This design comes from an exercise in tuning for small area and few clock cycles per item on the open sky130 flow, not from production work. The RTL was checked by simulation tests, not by an equivalence proof against the original design.

==> flow/design.v <==
`timescale 1ns / 1ps
module svv_prep (
  input  logic         clk_i,
  input  logic         rst_ni,
  input  logic         mono_i,
  input  logic [13:0]  sfx_sq_i,
  input  logic [13:0]  master_sq_i,
  input  logic         up_valid_i,
  output logic         up_ready_o,
  input  logic [6:0]   voice_level_i,
  input  logic [6:0]   cmd_volume_i,
  input  logic [6:0]   cmd_pan_i,
  input  logic [6:0]   tone_volume_i,
  input  logic [6:0]   tone_pan_i,
  input  logic [6:0]   program_volume_i,
  output logic         dn_valid_o,
  input  logic         dn_ready_i,
  output logic [13:0]  dn_left_o,
  output logic [13:0]  dn_right_o,
  output logic [13:0]  dn_kind_o,
  output logic [97:0]  dn_coef_o
);
  localparam logic [6:0] PanRightFrom = 7'h41;
  localparam logic [6:0] PanLeftBelow = 7'h3f;
  localparam logic [6:0] PanFull      = 7'h7f;
  localparam logic [1:0] OpPass       = 2'd0;
  localparam logic [1:0] OpPanLeft    = 2'd1;
  localparam logic [1:0] OpPanRight   = 2'd2;
  localparam logic [1:0] OpGain       = 2'd3;
  logic         valid_q;
  logic [13:0]  left_q, right_q;
  logic [13:0]  kind_q;
  logic [97:0]  coef_q;
  logic [13:0]  left_d;
  logic [13:0]  kind_d;
  logic [97:0]  coef_d;
  function automatic logic [13:0] sq7(input logic [6:0] v);
    sq7 = {7'd0, v} * {7'd0, v};
  endfunction
  function automatic logic [15:0] pan_op(input logic [6:0] pan, input logic mono);
    logic [6:0] d;
    d = PanFull - pan;
    pan_op = {OpPass, sq7(pan)};
    if (!mono) begin
      if (pan >= PanRightFrom) begin
        pan_op = {OpPanLeft, sq7(d)};
      end else if (pan < PanLeftBelow) begin
        pan_op = {OpPanRight, sq7(pan)};
      end
    end
  endfunction
  assign up_ready_o = !valid_q || dn_ready_i;
  always_comb begin
    left_d = sq7(voice_level_i);
    {kind_d[1:0],   coef_d[13:0]}  = pan_op(cmd_pan_i, mono_i);
    {kind_d[3:2],   coef_d[27:14]} = {OpGain, sq7(tone_volume_i)};
    {kind_d[5:4],   coef_d[41:28]} = pan_op(tone_pan_i, mono_i);
    {kind_d[7:6],   coef_d[55:42]} = {OpGain, sq7(cmd_volume_i)};
    {kind_d[9:8],   coef_d[69:56]} = {OpGain, sq7(program_volume_i)};
    {kind_d[11:10], coef_d[83:70]} = {OpGain, sfx_sq_i};
    {kind_d[13:12], coef_d[97:84]} = {OpGain, master_sq_i};
  end
  always_ff @(posedge clk_i or negedge rst_ni) begin
    if (!rst_ni) begin
      valid_q <= 1'b0;
    end else if (up_ready_o) begin
      valid_q <= up_valid_i;
    end
  end
  always_ff @(posedge clk_i) begin
    if (up_ready_o && up_valid_i) begin
      left_q  <= left_d;
      right_q <= left_d;
      kind_q  <= kind_d;
      coef_q  <= coef_d;
    end
  end
  assign dn_valid_o = valid_q;
  assign dn_left_o  = left_q;
  assign dn_right_o = right_q;
  assign dn_kind_o  = kind_q;
  assign dn_coef_o  = coef_q;
endmodule
`timescale 1ns / 1ps
module svv_cell #(
  parameter int Idx = 0
) (
  input  logic         clk_i,
  input  logic         rst_ni,
  input  logic         up_valid_i,
  output logic         up_ready_o,
  input  logic [13:0]  up_left_i,
  input  logic [13:0]  up_right_i,
  input  logic [13:0]  up_kind_i,
  input  logic [97:0]  up_coef_i,
  output logic         dn_valid_o,
  input  logic         dn_ready_i,
  output logic [13:0]  dn_left_o,
  output logic [13:0]  dn_right_o,
  output logic [13:0]  dn_kind_o,
  output logic [97:0]  dn_coef_o
);
  localparam int PanShift  = 12;
  localparam int GainShift = 14;
  localparam logic [1:0] OpPanLeft  = 2'd1;
  localparam logic [1:0] OpPanRight = 2'd2;
  localparam logic [1:0] OpGain     = 2'd3;
  logic         valid_q;
  logic [13:0]  left_q, right_q;
  logic [13:0]  kind_q;
  logic [97:0]  coef_q;
  logic [13:0]  left_d, right_d;
  logic [1:0]   kind;
  logic [13:0]  coef;
  logic [27:0]  prod_l;
  logic [27:0]  prod_r;
  assign up_ready_o = !valid_q || dn_ready_i;
  assign kind       = up_kind_i[2*Idx +: 2];
  assign coef       = up_coef_i[14*Idx +: 14];
  assign prod_l     = {14'd0, up_left_i} * {14'd0, coef};
  assign prod_r     = {14'd0, up_right_i} * {14'd0, coef};
  always_comb begin
    left_d  = up_left_i;
    right_d = up_right_i;
    case (kind)
      OpPanLeft: begin
        left_d = prod_r[PanShift +: 14];
      end
      OpPanRight: begin
        right_d = prod_l[PanShift +: 14];
      end
      OpGain: begin
        left_d  = prod_l[GainShift +: 14];
        right_d = prod_r[GainShift +: 14];
      end
      default: begin
      end
    endcase
  end
  always_ff @(posedge clk_i or negedge rst_ni) begin
    if (!rst_ni) begin
      valid_q <= 1'b0;
    end else if (up_ready_o) begin
      valid_q <= up_valid_i;
    end
  end
  always_ff @(posedge clk_i) begin
    if (up_ready_o && up_valid_i) begin
      left_q  <= left_d;
      right_q <= right_d;
      kind_q  <= up_kind_i;
      coef_q  <= up_coef_i;
    end
  end
  assign dn_valid_o = valid_q;
  assign dn_left_o  = left_q;
  assign dn_right_o = right_q;
  assign dn_kind_o  = kind_q;
  assign dn_coef_o  = coef_q;
endmodule
`timescale 1ns / 1ps
module stereo_voice_volume_pan_law (
  input  logic        clk_i,
  input  logic        rst_ni,
  input  logic        in_valid_i,
  output logic        in_ready_o,
  input  logic [6:0]  in_voice_level_i,
  input  logic [6:0]  in_cmd_volume_i,
  input  logic [6:0]  in_cmd_pan_i,
  input  logic [6:0]  in_tone_volume_i,
  input  logic [6:0]  in_tone_pan_i,
  input  logic [6:0]  in_program_volume_i,
  output logic        out_valid_o,
  input  logic        out_ready_i,
  output logic [13:0] out_left_level_o,
  output logic [13:0] out_right_level_o,
  input  logic        cfg_we_i,
  input  logic [1:0]  cfg_idx_i,
  input  logic [6:0]  cfg_data_i
);
  localparam int NumOps = 7;
  localparam logic [1:0]  CfgMono   = 2'd0;
  localparam logic [1:0]  CfgSfx    = 2'd1;
  localparam logic [1:0]  CfgMaster = 2'd2;
  localparam logic [13:0] FullGain  = 14'd16129;
  logic        mono_q;
  logic [13:0] sfx_sq_q;
  logic [13:0] master_sq_q;
  logic [13:0] cfg_sq;
  logic [NumOps:0]       valid_w;
  logic [NumOps:0]       ready_w;
  logic [14*NumOps+13:0] left_w;
  logic [14*NumOps+13:0] right_w;
  logic [14*NumOps+13:0] kind_w;
  logic [98*NumOps+97:0] coef_w;
  assign cfg_sq = {7'd0, cfg_data_i} * {7'd0, cfg_data_i};
  always_ff @(posedge clk_i or negedge rst_ni) begin
    if (!rst_ni) begin
      mono_q      <= 1'b0;
      sfx_sq_q    <= FullGain;
      master_sq_q <= FullGain;
    end else if (cfg_we_i) begin
      case (cfg_idx_i)
        CfgMono:   mono_q      <= cfg_data_i[0];
        CfgSfx:    sfx_sq_q    <= cfg_sq;
        CfgMaster: master_sq_q <= cfg_sq;
        default: begin
        end
      endcase
    end
  end
  svv_prep u_prep (
    .clk_i            (clk_i),
    .rst_ni           (rst_ni),
    .mono_i           (mono_q),
    .sfx_sq_i         (sfx_sq_q),
    .master_sq_i      (master_sq_q),
    .up_valid_i       (in_valid_i),
    .up_ready_o       (in_ready_o),
    .voice_level_i    (in_voice_level_i),
    .cmd_volume_i     (in_cmd_volume_i),
    .cmd_pan_i        (in_cmd_pan_i),
    .tone_volume_i    (in_tone_volume_i),
    .tone_pan_i       (in_tone_pan_i),
    .program_volume_i (in_program_volume_i),
    .dn_valid_o       (valid_w[0]),
    .dn_ready_i       (ready_w[0]),
    .dn_left_o        (left_w[13:0]),
    .dn_right_o       (right_w[13:0]),
    .dn_kind_o        (kind_w[13:0]),
    .dn_coef_o        (coef_w[97:0])
  );
  for (genvar k = 0; k < NumOps; k++) begin : g_cell
    svv_cell #(
      .Idx (k)
    ) u_cell (
      .clk_i      (clk_i),
      .rst_ni     (rst_ni),
      .up_valid_i (valid_w[k]),
      .up_ready_o (ready_w[k]),
      .up_left_i  (left_w[14*k +: 14]),
      .up_right_i (right_w[14*k +: 14]),
      .up_kind_i  (kind_w[14*k +: 14]),
      .up_coef_i  (coef_w[98*k +: 98]),
      .dn_valid_o (valid_w[k+1]),
      .dn_ready_i (ready_w[k+1]),
      .dn_left_o  (left_w[14*(k+1) +: 14]),
      .dn_right_o (right_w[14*(k+1) +: 14]),
      .dn_kind_o  (kind_w[14*(k+1) +: 14]),
      .dn_coef_o  (coef_w[98*(k+1) +: 98])
    );
  end
  assign ready_w[NumOps]   = out_ready_i;
  assign out_valid_o       = valid_w[NumOps];
  assign out_left_level_o  = left_w[14*NumOps +: 14];
  assign out_right_level_o = right_w[14*NumOps +: 14];
endmodule
==> flow/run.sh <==
#!/bin/bash
# synth_recipe.tcl (not shown) runs the flow's synth.tcl, then flattens the netlist and writes it again
# the make line also repeats each setting of config.mk as NAME=value (left out here)
make -C /OpenROAD-flow-scripts/flow DESIGN_CONFIG=/design/flow/config.mk WORK_HOME=/design/flow/orfs CLKGATE_MAP_FILE= SYNTH_SCRIPT=/design/flow/synth_recipe.tcl finish
==> flow/config.mk <==
export PLATFORM = sky130hd
export DESIGN_NAME = stereo_voice_volume_pan_law
export DESIGN_NICKNAME = stereo_voice_volume_pan_law
export VERILOG_FILES = /design/flow/design.v
export SDC_FILE = /design/flow/constraint.sdc
export NUM_CORES = 4
export LEC_CHECK = 0
export CAP_MARGIN = 20
export CORE_MARGIN = 2
export CORE_UTILIZATION = 40
export SLEW_MARGIN = 20
==> flow/constraint.sdc <==
create_clock -name core_clock -period 7.0 [get_ports {clk_i}]
set_input_delay 1.4000 -clock core_clock [delete_from_list [all_inputs] [get_ports {clk_i}]]
set_output_delay 1.4000 -clock core_clock [all_outputs]
set_load 0.01 [all_outputs]
==> qor.txt <==
status - complete, no violations
Vias - 72500
slowest stage delay, CP - 660 ps
DP HPWL - 201000 microns
clock root buffer - clkbuf_16
Distinct cells, synth - 78
worst-path maximum fanout - 13
commonest non-fill, non-tap cell in the layout - inv_1
initial antenna violation count - 15
first-pass GRT wire length - 413000 microns
sequential fraction of the synthesis area - 17.1%
reg-to-reg setup timing slack - 350 ps
Die Span X - 521 microns
core area - 266000 sq um
Wirelength per Cell - 17.0 microns
critical path endpoint category - flip-flop
RSZ-0062 raised after global routing - false
commonest cells after routing, fill and taps aside - inv_1, fa_1, nand2_1
Yosys Warn Count - 9
Critical Path RT - 7450 ps
CP max stage cell - edfxtp_1
TritonCTS clock tree - yes
Final Instance Area - 115000 sq um
CP Cell Sequence - nand2_1, fa_1, inv_1, fa_1, inv_1, fa_1, inv_1, fa_1, inv_1, fa_1, inv_1, fa_1, ha_1, a211o_1, a211oi_1, a21boi_1, o31a_1, o21a_1, o211ai_1, a2111o_1, o211a_1
Synth Flop Type - edfxtp_1
CP most frequent cell - fa_1
Worst Setup Start Kind - flip-flop
Fmax achieved - 0.150 GHz
Worst Path Buf+Inv - 5
row count - 189
number of enable flip-flop cells after synthesis - 581
input/output buffers - 85
Total Routing Usage GR - 18.8%
Mapped Cells - 11000
synthesis-to-layout area growth - 7.70%
initial drt markers - 4106
clk_skew - 82.5 ps
Mapped Area - 107000 sq um
CP Class - reg -> reg
die area - 272000 sq um
pin count of the biggest net entering global routing - 83
Worst slew margin - 26.3%
CTS sink cnt - 616
vias in the first global route - 79500
syn_area_per_cell - 9.72 sq um
grt total ovfl - 0
Placed Area - 112000 sq um
Final Net Count - 14300
post-route minimum period - 6650 ps
Clock Tree Buf Depth - 3
antenna-violating nets left - 0
Worst path top cell family by delay - adder cells
Hold Fails Final Rpt - 0
Max Cap Viol - 0
ys async rst share - 5.68%
IO Pins - 86
DRC violations left - 0
crit share post-route - 95.0%
share of layout cells above drive strength 1 - 3.96%
Clock transition at path regs - 60 ps
final setup TNS - 0 ps
CP arrival - 7100 ps
setup violators final - 0
post-synthesis register bit count - 616
via density per instance - 4.97
starting density of the core - 40.3%
Die Height - 521 microns
routed wire length - 248000 microns
Hold Crit Class - reg -> reg
Worst Max-Slew Pin Slew - 1100 ps
number of CTS-inserted buffers - 79
number of H-tree levels - 3
DR pass1 iterations - 5
final core occ - 43.4%
Slew Viols, Final - 0
GPL Wtd Cong - 0.893
Worst-Skew Late Latency - 750 ps
cell type report:
type | instances | area [sq um]
diodes | 7 | 17.5
clock buffers | 93 | 2080
clock inverters | 53 | 684
fillers | 25300 | 150000
inverters | 2311 | 8670
multi-input cells | 7650 | 78400
flip-flops and latches | 616 | 18300
well taps | 3533 | 4420
repair buffers | 314 | 2640
metrics by stage:
stage	std cells	hold WS [ps]	setup WS (ps)
6_report	14600	395	353
5_1_grt	14600	409	32.0
4_1_cts	14600	394	95.9
3_5_place_dp	14400	405	180
3_3_place_gp	14400	400	245
2_1_floorplan	11100	400	775
registers in the layout, indices dropped and copies added (netlist names):
register               cells
g_cell.u_cell.coef_q     273
g_cell.u_cell.kind_q       4
mono_q                     1
u_prep.kind_q              4
u_prep.coef_q             91
g_cell.u_cell.valid_q      7
g_cell.u_cell.right_q     98
master_sq_q               13
u_prep.valid_q             1
g_cell.u_cell.left_q      98
u_prep.left_q             13
sfx_sq_q                  13
final timing paths:
check | from | endpoint | depth (start not counted)
hold / removal | g_cell[4].u_cell.coef_q[90] | g_cell[5].u_cell.coef_q[90] | 0
setup / recovery | g_cell[0].u_cell.right_q[5] | g_cell[1].u_cell.right_q[13] | 21
setup reg to reg | g_cell[0].u_cell.right_q[5] | g_cell[1].u_cell.right_q[13] | 21
max in group asynchronous | rst_ni | master_sq_q[7] | 1
hold reg to reg | g_cell[4].u_cell.coef_q[90] | g_cell[5].u_cell.coef_q[90] | 0
min in group asynchronous | rst_ni | u_prep.valid_q | 1
metal layers:
metal,vias to the layer above,global-route usage (%),routed length (microns)
li1,33700,-,-
met1,37000,24.2,106000
met2,1522,33.4,125000
met3,328,2.13,10600
met4,8,4.68,6110
met5,-,0,35
synthesized netlist by cell type, types with 8 or more instances:
cell	number	area, sq um
a2111oi_0	8	70.1
a211oi_1	27	203
a21o_1	76	571
a21oi_1	208	1040
a221o_1	8	80.1
a221oi_1	8	70.1
a31o_2	14	123
a31oi_1	31	194
and2_1	1084	6780
and3_1	21	131
clkbuf_1	480	1800
dfrtp_1	21	526
dfstp_2	14	368
edfxtp_1	581	17400
fa_1	1807	36200
ha_1	1497	18700
inv_1	2307	8660
mux2_2	17	191
mux2i_1	20	200
nand2_1	1581	5930
nand2b_1	34	213
nand3_1	64	320
nand3b_1	10	75.1
nand4_1	16	100
nor2_1	251	942
nor2b_1	36	225
nor3_1	81	405
nor3b_1	11	82.6
nor4_1	11	68.8
o211ai_1	25	188
o21a_1	31	233
o21ai_0	147	736
o21bai_1	38	285
o221ai_1	9	78.8
o31ai_1	11	82.6
or2_2	14	87.6
or3_1	9	56.3
xnor2_1	212	1860
xor2_1	86	753
what timing repair did:
action | in CTS | in global routing
hold buffers | 0 | 0
setup endpoints to repair | 0 | 19
resized for setup | 0 | 5
setup buffers | 0 | 13
endpoints found under the hold margin | 0 | 0
logic make-up after synthesis:
family,after synthesis,share of synthesized area [%]
adders and majority gates,3304,51.3
and+or+nand+nor,3239,14.5
buffers and inverters,2796,9.80
AOI/OAI and AO/OA,726,4.44
DFF,616,17.1
xor gates and xnor gates,298,2.44
muxes,37,0.366
other,1,0.00350
Testbench counts, summed over its fixed seeds: cycles 9,672, items 9,600.

-- separate check: timing with driven ports --
The flow's constraints put no driver on any port. The routed layout listed below was extracted and timed again, unchanged, in two steps.
Step 1 assumes that a clkbuf_16 drives the clock port and a buf_2 every other input.
Step 2 also shifts input and output timing later by t, the mid clock arrival at the registers, as if the neighbouring blocks saw the same clock.
Slacks: ideal ports / drivers / drivers and shift; pairs: ideal ports / drivers.
t (ns): 0.809
setup WS [ns]: 0.353 / 0.353 / 0.353
worst setup path at the end: register to register
latest minus earliest clock arrival (ns): 0.086 / 0.086
worst slew at a driven data input, ns: 0.19
After both steps setup and hold are still met in this run. The setup slack of this run moves by 0.000 ns with the drivers and by 0.000 ns with both steps.
